Source: an optimization exercise on an open RTL-to-GDS flow (aim: a short achievable clock period and few clock cycles per item). Production flows keep margins and buffers that such runs may drop.
Only the layout flow was run in this run; the RTL was not checked for function there.
Power is estimated from default activity; no workload was simulated.

$ cat flow/run.sh
#!/bin/bash
# synth_recipe.tcl (not shown) runs the flow's synth.tcl, then flattens the netlist and writes it again
# the make line also repeats each setting of config.mk as NAME=value (left out here)
make -C /OpenROAD-flow-scripts/flow DESIGN_CONFIG=/design/flow/config.mk WORK_HOME=/design/flow/orfs CLKGATE_MAP_FILE= SYNTH_SCRIPT=/design/flow/synth_recipe.tcl finish
$ cat flow/config.mk
export PLATFORM = sky130hd
export DESIGN_NAME = armv7_multicycle_core
export DESIGN_NICKNAME = armv7_multicycle_core
export VERILOG_FILES = /design/flow/design.v
export SDC_FILE = /design/flow/constraint.sdc
export NUM_CORES = 4
export LEC_CHECK = 0
export CAP_MARGIN = 20
export CORE_MARGIN = 2
export CORE_UTILIZATION = 40
export SETUP_SLACK_MARGIN = 4.5
export SLEW_MARGIN = 20
$ cat flow/constraint.sdc
create_clock -name core_clock -period 8.0 [get_ports {Clock}]
set_input_delay 1.6000 -clock core_clock [delete_from_list [all_inputs] [get_ports {Clock}]]
set_output_delay 1.6000 -clock core_clock [all_outputs]
set_load 0.01 [all_outputs]
$ cat flow/design.v
`default_nettype none
module armv7_multicycle_core #(
    parameter int ADDR_WIDTH = 10
) (
    input  logic                  Clock,
    input  logic                  Reset,
    input  logic                  Halt,
    output logic                  mem_req,
    output logic                  mem_we,
    output logic [ADDR_WIDTH-1:0] mem_addr,
    output logic [31:0]           mem_wdata,
    input  logic [31:0]           mem_rdata,
    input  logic                  mem_ack,
    output logic [ADDR_WIDTH-1:0] pc,
    output logic [31:0]           instr,
    output logic [2:0]            state,
    output logic [3:0]            flags,
    output logic                  retired
);
    localparam int AW = ADDR_WIDTH;
    function automatic logic [31:0] ror32(input logic [31:0] x, input logic [4:0] n);
        logic [63:0] t;
        t = {x, x} >> n;
        ror32 = t[31:0];
    endfunction
    function automatic logic cond_pass(input logic [3:0] c, input logic [3:0] f);
        logic base;
        case (c[3:1])
            3'd0:    base = f[2];
            3'd1:    base = f[1];
            3'd2:    base = f[3];
            3'd3:    base = f[0];
            3'd4:    base = f[1] & ~f[2];
            3'd5:    base = (f[3] == f[0]);
            3'd6:    base = ~f[2] & (f[3] == f[0]);
            default: base = 1'b1;
        endcase
        cond_pass = base ^ c[0];
    endfunction
    logic [31:0]   r_regs [16];
    logic [3:0]    r_flags;
    logic [AW-1:0] r_pc;           
    logic          r_rq_v;         
    logic          r_rq_q;         
    logic          r_rq_data;
    logic          r_rq_we;
    logic [AW-1:0] r_rq_addr;
    logic [31:0]   r_rq_wdata;
    logic          r_hb;           
    logic          r_xv;
    logic          r_x_done;       
    logic          r_x_isdata;     
    logic [31:0]   r_ir;
    logic [AW-1:0] r_x_pc4, r_x_brt;
    logic          r_wv;
    logic          r_w_alu;
    logic [31:0]   r_w_ir;
    logic [AW-1:0] r_w_npc;
    logic [31:0]   r_w_a, r_w_b;
    logic          r_w_fwd;
    logic [31:0]   r_last_res;
    logic          r_last_wr;
    logic [3:0] w_op, w_rd;
    logic       w_cond_nv, w_wr_pot, w_sets_flags;
    assign w_op         = r_w_ir[24:21];
    assign w_rd         = r_w_ir[15:12];
    assign w_cond_nv    = (r_w_ir[31:28] == 4'hF);
    assign w_wr_pot     = r_wv & r_w_alu & (~w_op[3] | w_op[2]) & ~w_cond_nv;
    assign w_sets_flags = r_wv & r_w_alu & r_w_ir[20] & ~w_cond_nv;
    logic [31:0] op_a, op_b;
    assign op_a = (r_w_fwd & r_last_wr) ? r_last_res : r_w_a;
    assign op_b = r_w_b;
    logic [31:0] w_add_x, w_add_y, w_logic_res, w_alu_res;
    logic        w_add_cin, w_arith, w_alu_v;
    logic [32:0] w_sum;
    logic [3:0]  w_alu_flags;
    logic        w_cond, w_we, w_fe;
    always_comb begin
        w_add_x     = op_a;
        w_add_y     = op_b;
        w_add_cin   = 1'b0;
        w_arith     = 1'b1;
        w_logic_res = 32'd0;
        case (w_op)
            4'b0010, 4'b1010: begin w_add_y = ~op_b; w_add_cin = 1'b1; end
            4'b0011: begin w_add_x = op_b; w_add_y = ~op_a; w_add_cin = 1'b1; end
            4'b0100, 4'b1011: ;
            4'b0101: w_add_cin = r_flags[1];
            4'b0110: begin w_add_y = ~op_b; w_add_cin = r_flags[1]; end
            4'b0111: begin w_add_x = op_b; w_add_y = ~op_a; w_add_cin = r_flags[1]; end
            default: w_arith = 1'b0;
        endcase
        case (w_op)
            4'b0000, 4'b1000: w_logic_res = op_a & op_b;
            4'b0001, 4'b1001: w_logic_res = op_a ^ op_b;
            4'b1100:          w_logic_res = op_a | op_b;
            4'b1101:          w_logic_res = op_b;
            4'b1110:          w_logic_res = op_a & ~op_b;
            4'b1111:          w_logic_res = ~op_b;
            default:          w_logic_res = 32'd0;
        endcase
    end
    assign w_sum       = {1'b0, w_add_x} + {1'b0, w_add_y} + {32'd0, w_add_cin};
    assign w_alu_res   = w_arith ? w_sum[31:0] : w_logic_res;
    assign w_alu_v     = (w_add_x[31] == w_add_y[31]) & (w_sum[31] != w_add_x[31]);
    assign w_alu_flags = {w_alu_res[31], (w_alu_res == 32'd0),
                          w_arith ? w_sum[32] : r_flags[1],
                          w_arith ? w_alu_v   : r_flags[0]};
    assign w_cond      = cond_pass(r_w_ir[31:28], r_flags);
    assign w_we        = w_wr_pot & w_cond;
    assign w_fe        = w_sets_flags & w_cond;
    logic [2:0] x_ty;
    logic [3:0] x_rn, x_rd, x_rm;
    logic       x_is_i, x_is_r, x_is_d, x_is_b, x_alu, x_load;
    logic       x_cond_dep, x_cond, x_ls, x_wr_pot, x_sf_pot;
    logic       x_flag_haz, x_rm_haz, x_ls_haz, x_can, x_fwd;
    logic [AW-1:0] x_npc;
    assign x_ty       = r_ir[27:25];
    assign x_rn       = r_ir[19:16];
    assign x_rd       = r_ir[15:12];
    assign x_rm       = r_ir[3:0];
    assign x_is_i     = (x_ty == 3'b001);
    assign x_is_r     = (x_ty == 3'b000);
    assign x_is_d     = (x_ty == 3'b010);
    assign x_is_b     = (x_ty == 3'b101);
    assign x_alu      = x_is_i | x_is_r;
    assign x_load     = r_ir[20];
    assign x_cond_dep = (r_ir[31:29] != 3'b111);
    assign x_cond     = cond_pass(r_ir[31:28], r_flags);
    assign x_ls       = x_is_d & x_cond;
    assign x_wr_pot   = r_xv & x_alu & (~r_ir[24] | r_ir[23]) & (r_ir[31:28] != 4'hF);
    assign x_sf_pot   = r_xv & x_alu & r_ir[20] & (r_ir[31:28] != 4'hF);
    assign x_npc      = (x_is_b & x_cond) ? r_x_brt : r_x_pc4;
    assign x_fwd      = w_wr_pot & (w_rd == x_rn);
    assign x_flag_haz = (x_is_d | x_is_b) & x_cond_dep & w_sets_flags;
    assign x_rm_haz   = x_is_r & w_wr_pot & (w_rd == x_rm);
    assign x_ls_haz   = x_ls & ((w_wr_pot & (w_rd == x_rn)) |
                                (~x_load & w_wr_pot & (w_rd == x_rd)));
    assign x_can      = r_xv & ~r_x_done & ~x_flag_haz & ~x_rm_haz & ~x_ls_haz;
    logic [31:0] x_rm_v, x_shifted, x_imm_rot, x_op2;
    logic [4:0]  x_shamt;
    assign x_shamt   = r_ir[11:7];
    assign x_imm_rot = ror32({{24{r_ir[7]}}, r_ir[7:0]}, {r_ir[11:8], 1'b0});
    always_comb begin
        x_rm_v = r_regs[x_rm];
        case (r_ir[6:5])
            2'b00:   x_shifted = x_rm_v << x_shamt;
            2'b01:   x_shifted = x_rm_v >> x_shamt;
            2'b10:   x_shifted = $signed(x_rm_v) >>> x_shamt;
            default: x_shifted = ror32(x_rm_v, x_shamt);
        endcase
    end
    assign x_op2 = x_is_i ? x_imm_rot : x_shifted;
    logic [AW-1:0] x_rn_v, x_lsa, x_imm;
    assign x_imm  = AW'(r_ir[9:0]);
    assign x_rn_v = r_regs[x_rn][AW-1:0];
    assign x_lsa  = r_ir[23] ? (x_rn_v + x_imm) : (x_rn_v - x_imm);
    logic x_adv, x_dec_data;
    assign x_adv      = (r_xv & r_x_done & ~r_x_isdata) | (x_can & ~x_ls);
    assign x_dec_data = x_can & x_ls;
    logic          ack, f_ack, d_ack;
    assign ack   = r_rq_v & mem_ack;
    assign f_ack = ack & ~r_rq_data;
    assign d_ack = ack & r_rq_data;
    logic [31:0]   fi;
    logic [2:0]    f_ty;
    logic [3:0]    f_rn, f_rd, f_rm;
    logic          f_is_r, f_is_d, f_is_b, f_cond_dep, f_cond, f_ls;
    logic          f_flag_haz, f_rm_haz, f_rn_haz, f_rd_haz, f_ls_haz, f_haz;
    logic [AW-1:0] f_pc4, f_brt, f_rn_v, f_imm, f_lsa;
    assign fi         = mem_rdata;
    assign f_ty       = fi[27:25];
    assign f_rn       = fi[19:16];
    assign f_rd       = fi[15:12];
    assign f_rm       = fi[3:0];
    assign f_is_r     = (f_ty == 3'b000);
    assign f_is_d     = (f_ty == 3'b010);
    assign f_is_b     = (f_ty == 3'b101);
    assign f_cond_dep = (fi[31:29] != 3'b111);
    assign f_cond     = cond_pass(fi[31:28], r_flags);
    assign f_ls       = f_is_d & f_cond;
    assign f_flag_haz = (f_is_d | f_is_b) & f_cond_dep & (x_sf_pot | w_sets_flags);
    assign f_rm_haz   = f_is_r & x_wr_pot & (x_rd == f_rm);
    assign f_rn_haz   = (x_wr_pot & (x_rd == f_rn)) | (w_wr_pot & (w_rd == f_rn));
    assign f_rd_haz   = (x_wr_pot & (x_rd == f_rd)) | (w_wr_pot & (w_rd == f_rd));
    assign f_ls_haz   = f_ls & (f_rn_haz | (~fi[20] & f_rd_haz));
    assign f_haz      = f_flag_haz | f_rm_haz | f_ls_haz;
    assign f_pc4  = r_rq_addr + AW'(4);
    assign f_brt  = r_rq_addr + AW'({fi[7:0], 2'b00});
    assign f_imm  = AW'(fi[9:0]);
    assign f_rn_v = r_regs[f_rn][AW-1:0];
    assign f_lsa  = fi[23] ? (f_rn_v + f_imm) : (f_rn_v - f_imm);
    logic          hb_next, n_dec;
    logic          n_data, n_we;
    logic [AW-1:0] n_addr;
    logic [31:0]   n_wdata;
    assign hb_next = (r_wv | r_hb) & Halt;
    always_comb begin
        n_dec   = 1'b0;
        n_data  = 1'b0;
        n_we    = 1'b0;
        n_addr  = r_x_pc4;
        n_wdata = r_regs[x_rd];
        if (f_ack) begin
            n_dec   = ~f_haz;
            n_data  = f_ls;
            n_we    = f_ls & ~fi[20];
            n_addr  = f_ls ? f_lsa : ((f_is_b & f_cond) ? f_brt : f_pc4);
            n_wdata = r_regs[f_rd];
        end else if (d_ack) begin
            n_dec   = 1'b1;
        end else if (x_can) begin
            n_dec   = 1'b1;
            n_data  = x_ls;
            n_we    = x_ls & ~x_load;
            n_addr  = x_ls ? x_lsa : x_npc;
        end
    end
    always_ff @(posedge Clock) begin
        if (Reset) begin
            r_rq_v     <= 1'b1;
            r_rq_q     <= 1'b0;
            r_rq_data  <= 1'b0;
            r_rq_we    <= 1'b0;
            r_rq_addr  <= '0;
            r_rq_wdata <= 32'd0;
            r_hb       <= 1'b0;
            r_xv       <= 1'b0;
            r_x_done   <= 1'b0;
            r_x_isdata <= 1'b0;
            r_ir       <= 32'd0;
            r_x_pc4    <= '0;
            r_x_brt    <= '0;
            r_wv       <= 1'b0;
            r_w_alu    <= 1'b0;
            r_w_ir     <= 32'd0;
            r_w_npc    <= '0;
            r_w_a      <= 32'd0;
            r_w_b      <= 32'd0;
            r_w_fwd    <= 1'b0;
            r_last_res <= 32'd0;
            r_last_wr  <= 1'b0;
            r_flags    <= 4'd0;
            r_pc       <= '0;
            for (int i = 0; i < 16; i++) r_regs[i] <= 32'd0;
        end else begin
            r_hb <= hb_next;
            if (n_dec) begin
                r_rq_v     <= ~hb_next;
                r_rq_q     <= hb_next;
                r_rq_data  <= n_data;
                r_rq_we    <= n_we;
                r_rq_addr  <= n_addr;
                r_rq_wdata <= n_wdata;
            end else if (ack) begin
                r_rq_v     <= 1'b0;
            end else if (r_rq_q & ~hb_next) begin
                r_rq_v     <= 1'b1;
                r_rq_q     <= 1'b0;
            end
            if (f_ack) begin
                r_xv       <= 1'b1;
                r_x_done   <= ~f_haz;
                r_x_isdata <= ~f_haz & f_ls;
                r_ir       <= fi;
                r_x_pc4    <= f_pc4;
                r_x_brt    <= f_brt;
            end else if (x_adv | d_ack) begin
                r_xv       <= 1'b0;
                r_x_done   <= 1'b0;
                r_x_isdata <= 1'b0;
            end else if (x_dec_data) begin
                r_x_done   <= 1'b1;
                r_x_isdata <= 1'b1;
            end
            if (x_adv) begin
                r_wv    <= 1'b1;
                r_w_alu <= x_alu;
                r_w_ir  <= r_ir;
                r_w_npc <= x_npc;
                r_w_a   <= r_regs[x_rn];
                r_w_b   <= x_op2;
                r_w_fwd <= x_fwd;
            end else if (d_ack) begin
                r_wv    <= 1'b1;
                r_w_alu <= 1'b0;
                r_w_ir  <= r_ir;
                r_w_npc <= r_x_pc4;
                r_w_fwd <= 1'b0;
            end else begin
                r_wv    <= 1'b0;
                r_w_alu <= 1'b0;
            end
            r_last_res <= w_alu_res;
            r_last_wr  <= w_we;
            if (w_we) r_regs[w_rd] <= w_alu_res;
            if (d_ack & x_load) r_regs[x_rd] <= mem_rdata;
            if (w_fe) r_flags <= w_alu_flags;
            if (r_wv) r_pc <= r_w_npc;
        end
    end
    assign mem_req   = r_rq_v & ~Reset;
    assign mem_we    = r_rq_we & r_rq_v & ~Reset;
    assign mem_addr  = r_rq_addr;
    assign mem_wdata = r_rq_wdata;
    assign state     = r_rq_v ? {1'b0, r_rq_data, r_rq_data} : 3'd1;
    assign pc        = r_pc;
    assign flags     = r_flags;
    assign instr     = r_w_ir;
    assign retired   = r_wv & ~Reset;
endmodule
`default_nettype wire
==> results.tsv <==
metric	value	unit
Num CTS Buffers	94	
drt total wl	321200	um
library cells used by synthesis	110	
Initial DRC Count	11570	
Post-synth ARST share	0	%
global-route wire length before repair	430600	um
CTS tree	yes	
Mapped Avg Cell Area	10.60	um2
Die ar.	154200	um2
Worst setup EP type	register	
CP max stage cell	or3b_4	
Setup Viol. Count Final	0	
worst path required time	8470	ps
vias in the first global route	55210	
unrepaired setup endpoints after global routing	true	
total track usage	39.65	%
sequential cell area fraction in the yosys report	34.32	%
PnR worst setup slack	3399	ps
crit-path cells	nand2_4 -> buf_8 -> nand3_4 -> nor2_2 -> a221oi_4 -> fa_2 -> inv_2 -> fa_2 -> a21o_1 -> a221oi_4 -> o2bb2ai_4 -> a21bo_4 -> a311oi_4 -> and3b_2 -> o211ai_1 -> buf_4 -> or3b_4 -> a22o_1	
layout cell share with drive strength beyond 1	36.80	%
clock tree sinks	780	
multiplexer share of the synthesized area	28.85	%
Synth Register Bits	780	
PwrDens	209.9	nW/um2
Die W	392.7	um
Comb pwr share	41.0	%
most common cell after layout, fill and taps aside	nand2_1	
port buffer count	128	
Post-Place Setup Slack	1903	ps
Site Rows	142	
Area Growth Syn to Fin	29.05	%
Sw Share	39.07	%
Main synth FF type	edfxtp_1	
Post-Synth Simple-Gate Area	11.16	%
post-synthesis compound-gate area fraction	17.33	%
num ports	130	
initial antenna violation count	23	
Tmin final	4601	ps
via count	60400	
routed wirelength normalized by instance count	39.58	um
Final Skew	44.54	ps
Reg power frac	30.7	%
Hold Slack	451.2	ps
Max Cap Violations	0	
P_leak	26.59	nW
Final Hold Fails	0	
Worst slew margin	5.637	%
Post-synth EDFFs	512	
period utilization	57.51	%
worst IR drop on VDD	0.0001943	V
outcome	complete, no violations	
Crit Path Class	reg2reg	
Cell Area, Synth	60430	um2
post-detail-place hpwl	183400	um
delay-heaviest family, CP	compound AO/OA/AOI/OAI gates	
Clock Latency Late Sink	760	ps
YS warnings	1	
critical path startpoint category	register	
Fmax	217.4	MHz
largest family of logic cells by synthesized area	multiplexers	
vias per cell	7.443	
fillcell total	12770	
CP startpoint	r_w_ir[23]	
Routed Antenna Nets	0	
Initial Util	40.30	%
crit-path max FO	12	
placer congestion estimate	1.047	
Clock power frac	28.3	%
XOR/XNOR share of the synthesized area	1.449	%
Adder-Cell Fraction of Synth Area	2.050	%
core area	150000	um2
hold_sp	r_w_a[24]	
DRC	0	
htree depth	3	
Clock transition at path regs	60	ps
Clock Path Buffers	3	
nets@finish	6126	
Psw	6.395	mW
DR pass1 iterations	10	
Int Pwr	9.974	mW
Mapped Cells	5701	
syn nets	5833	
most frequent cells in the layout	786 x nand2_1, 685 x mux4_2, 512 x edfxtp_1	
# hold bufs at CTS	0	
Root Buffer	clkbuf_16	
launch point of the worst reg-to-reg path	r_w_ir[23]	
largest net degree at the start of global routing	80	
HP Class	reg2reg	
pins over their slew limit	0	
final setup TNS	0	ps
Largest stage delay, worst path	460	ps
worst slew pin tran	1393	ps
Buf/Inv on CP	3	
GRT overflow	0	
CP arrival	5070	ps
Die Y	392.7	um
## Yosys cell counts, types with 80 or more instances
| library cell | n | area [um2] |
|---|---|---|
| clkbuf_1 | 479 | 1798 |
| a22o_1 | 232 | 2032 |
| mux2i_1 | 139 | 1391 |
| buf_1 | 80 | 300.3 |
| edfxtp_1 | 512 | 15370 |
| nand2_1 | 814 | 3055 |
| inv_1 | 85 | 319.1 |
| a21oi_1 | 313 | 1567 |
| nor3_1 | 98 | 490.5 |
| o21ai_0 | 465 | 2327 |
| ha_1 | 91 | 1139 |
| mux4_2 | 684 | 15400 |
| dfxtp_1 | 268 | 5365 |
| nor2_1 | 345 | 1295 |
## routing by layer
| metal | vias to the layer above | track usage, % | routed length, um |
|---|---|---|---|
| met1 | 29390 | 46.77 | 103300 |
| met5 | - | 0.09569 | 151 |
| met3 | 1823 | 18.02 | 54310 |
| met2 | 6092 | 55.75 | 130100 |
| li1 | 23070 | - | - |
| met4 | 22 | 31.04 | 33350 |
## stage by stage
| stage | area [um2] | total power, mW | utilization (%) | cells |
|---|---|---|---|---|
| floorplan | 61980 | 8.143 | - | 5701 |
| global placement | 64030 | 9.899 | 42.70 | 7380 |
| detailed placement | 64090 | 9.913 | 42.74 | 7385 |
| CTS | 74800 | 15.52 | 49.88 | 7932 |
| global route | 77920 | 16.61 | 51.96 | 8090 |
| finish | 77980 | 16.37 | 52.01 | 8114 |
## registers in the layout, summed over array words and instances (netlist names), 8 cells and up, named ones only
| name | count |
|---|---|
| r_regs | 512 |
| r_ir | 32 |
| r_last_res | 32 |
| r_rq_wdata | 32 |
| r_w_a | 32 |
| r_w_b | 32 |
| r_w_ir | 32 |
| r_pc | 10 |
| r_rq_addr | 10 |
| r_w_npc | 10 |
| r_x_pc4 | 10 |
| r_x_brt | 8 |
## worst reg2reg max path: cells and delay by family (launching register included)
kind | cells | cell delay [ps]
adders and majority gates | 2 | 610
buffers and inverters | 3 | 400
DFF | 1 | 420
AOI/OAI and AO/OA | 8 | 1840
and+or+nand+nor | 5 | 1050
## power groups by stage
stage	clock network [mW]	registers (mW)	logic, mW
floorplan	0	4.82	3.32
global placement	0	5.12	4.78
detailed placement	0	5.12	4.79
CTS	4.59	4.99	5.94
global route	4.76	5.04	6.82
finish	4.63	5.03	6.71
## final cells by class
cell class / instances / area [um2] / area share [%]
multi-input cells: 4230 / 41160 / 52.78
flip-flops and latches: 780 / 20840 / 26.72
repair buffers: 796 / 9783 / 12.55
clock buffers: 129 / 2618 / 3.356
well taps: 2016 / 2522 / 3.235
clock inverters: 46 / 585.6 / 0.7509
inverters: 90 / 394.1 / 0.5054
diodes: 25 / 62.56 / 0.08022
repair inverters: 2 / 17.52 / 0.02246
## logic make-up (layout without fill, tap and decap cells)
family	Yosys count	in the layout
xor gates and xnor gates	100	100
AOI/OAI and AO/OA	1582	1586
DFF	780	780
and+or+nand+nor	1558	1574
adders and majority gates	96	96
muxes	873	873
buffers and inverters	711	1063
other	1	26
## path summary, 6_finish.rpt
kind | endpoint | slack [ps] | cells after the start
worst max register to register | r_regs[13][30] | 3400 | 18
worst max-delay path | r_regs[13][30] | 3400 | 18
worst min register to register | r_w_a[24] | 450 | 2
worst min-delay path | r_w_a[24] | 450 | 2
## repair_timing
item	4_1_cts	5_1_grt
buffers inserted	321	137
gates resized for setup	768	391
setup endpoints to repair	1237	897
cloned	51	20
pin swaps	197	176

-- afterwards: timing with drivers on the ports --
No port has a modelled driver above. Below, the same layout with a new extraction and two added sets of constraints. Step 1 (the two cells are an assumption about what drives the block):
set clk [get_ports {Clock}]
set_driving_cell -lib_cell sky130_fd_sc_hd__clkbuf_16 $clk
set_driving_cell -lib_cell sky130_fd_sc_hd__buf_2 [delete_from_list [all_inputs] $clk]
Step 2, shift: input delay + t, output delay - t, t = (earliest + latest rising clock arrival at the registers) / 2. This alone moves slack from input paths to output paths. Slacks: ideal / step 1 / step 2; pairs: ideal / step 1.
shift t [ns]: 0.812
setup slack, ns: 3.399 / 3.399 / 2.831
worst hold slack (ns): 0.451 / 0.451 / 0.451
worst setup path after step 2: input to register
worst slew at a driven data input, ns: 0.41
After both steps setup and hold are still met in this run. The setup slack of this run moves by 0.000 ns with the drivers and by -0.568 ns with both steps.
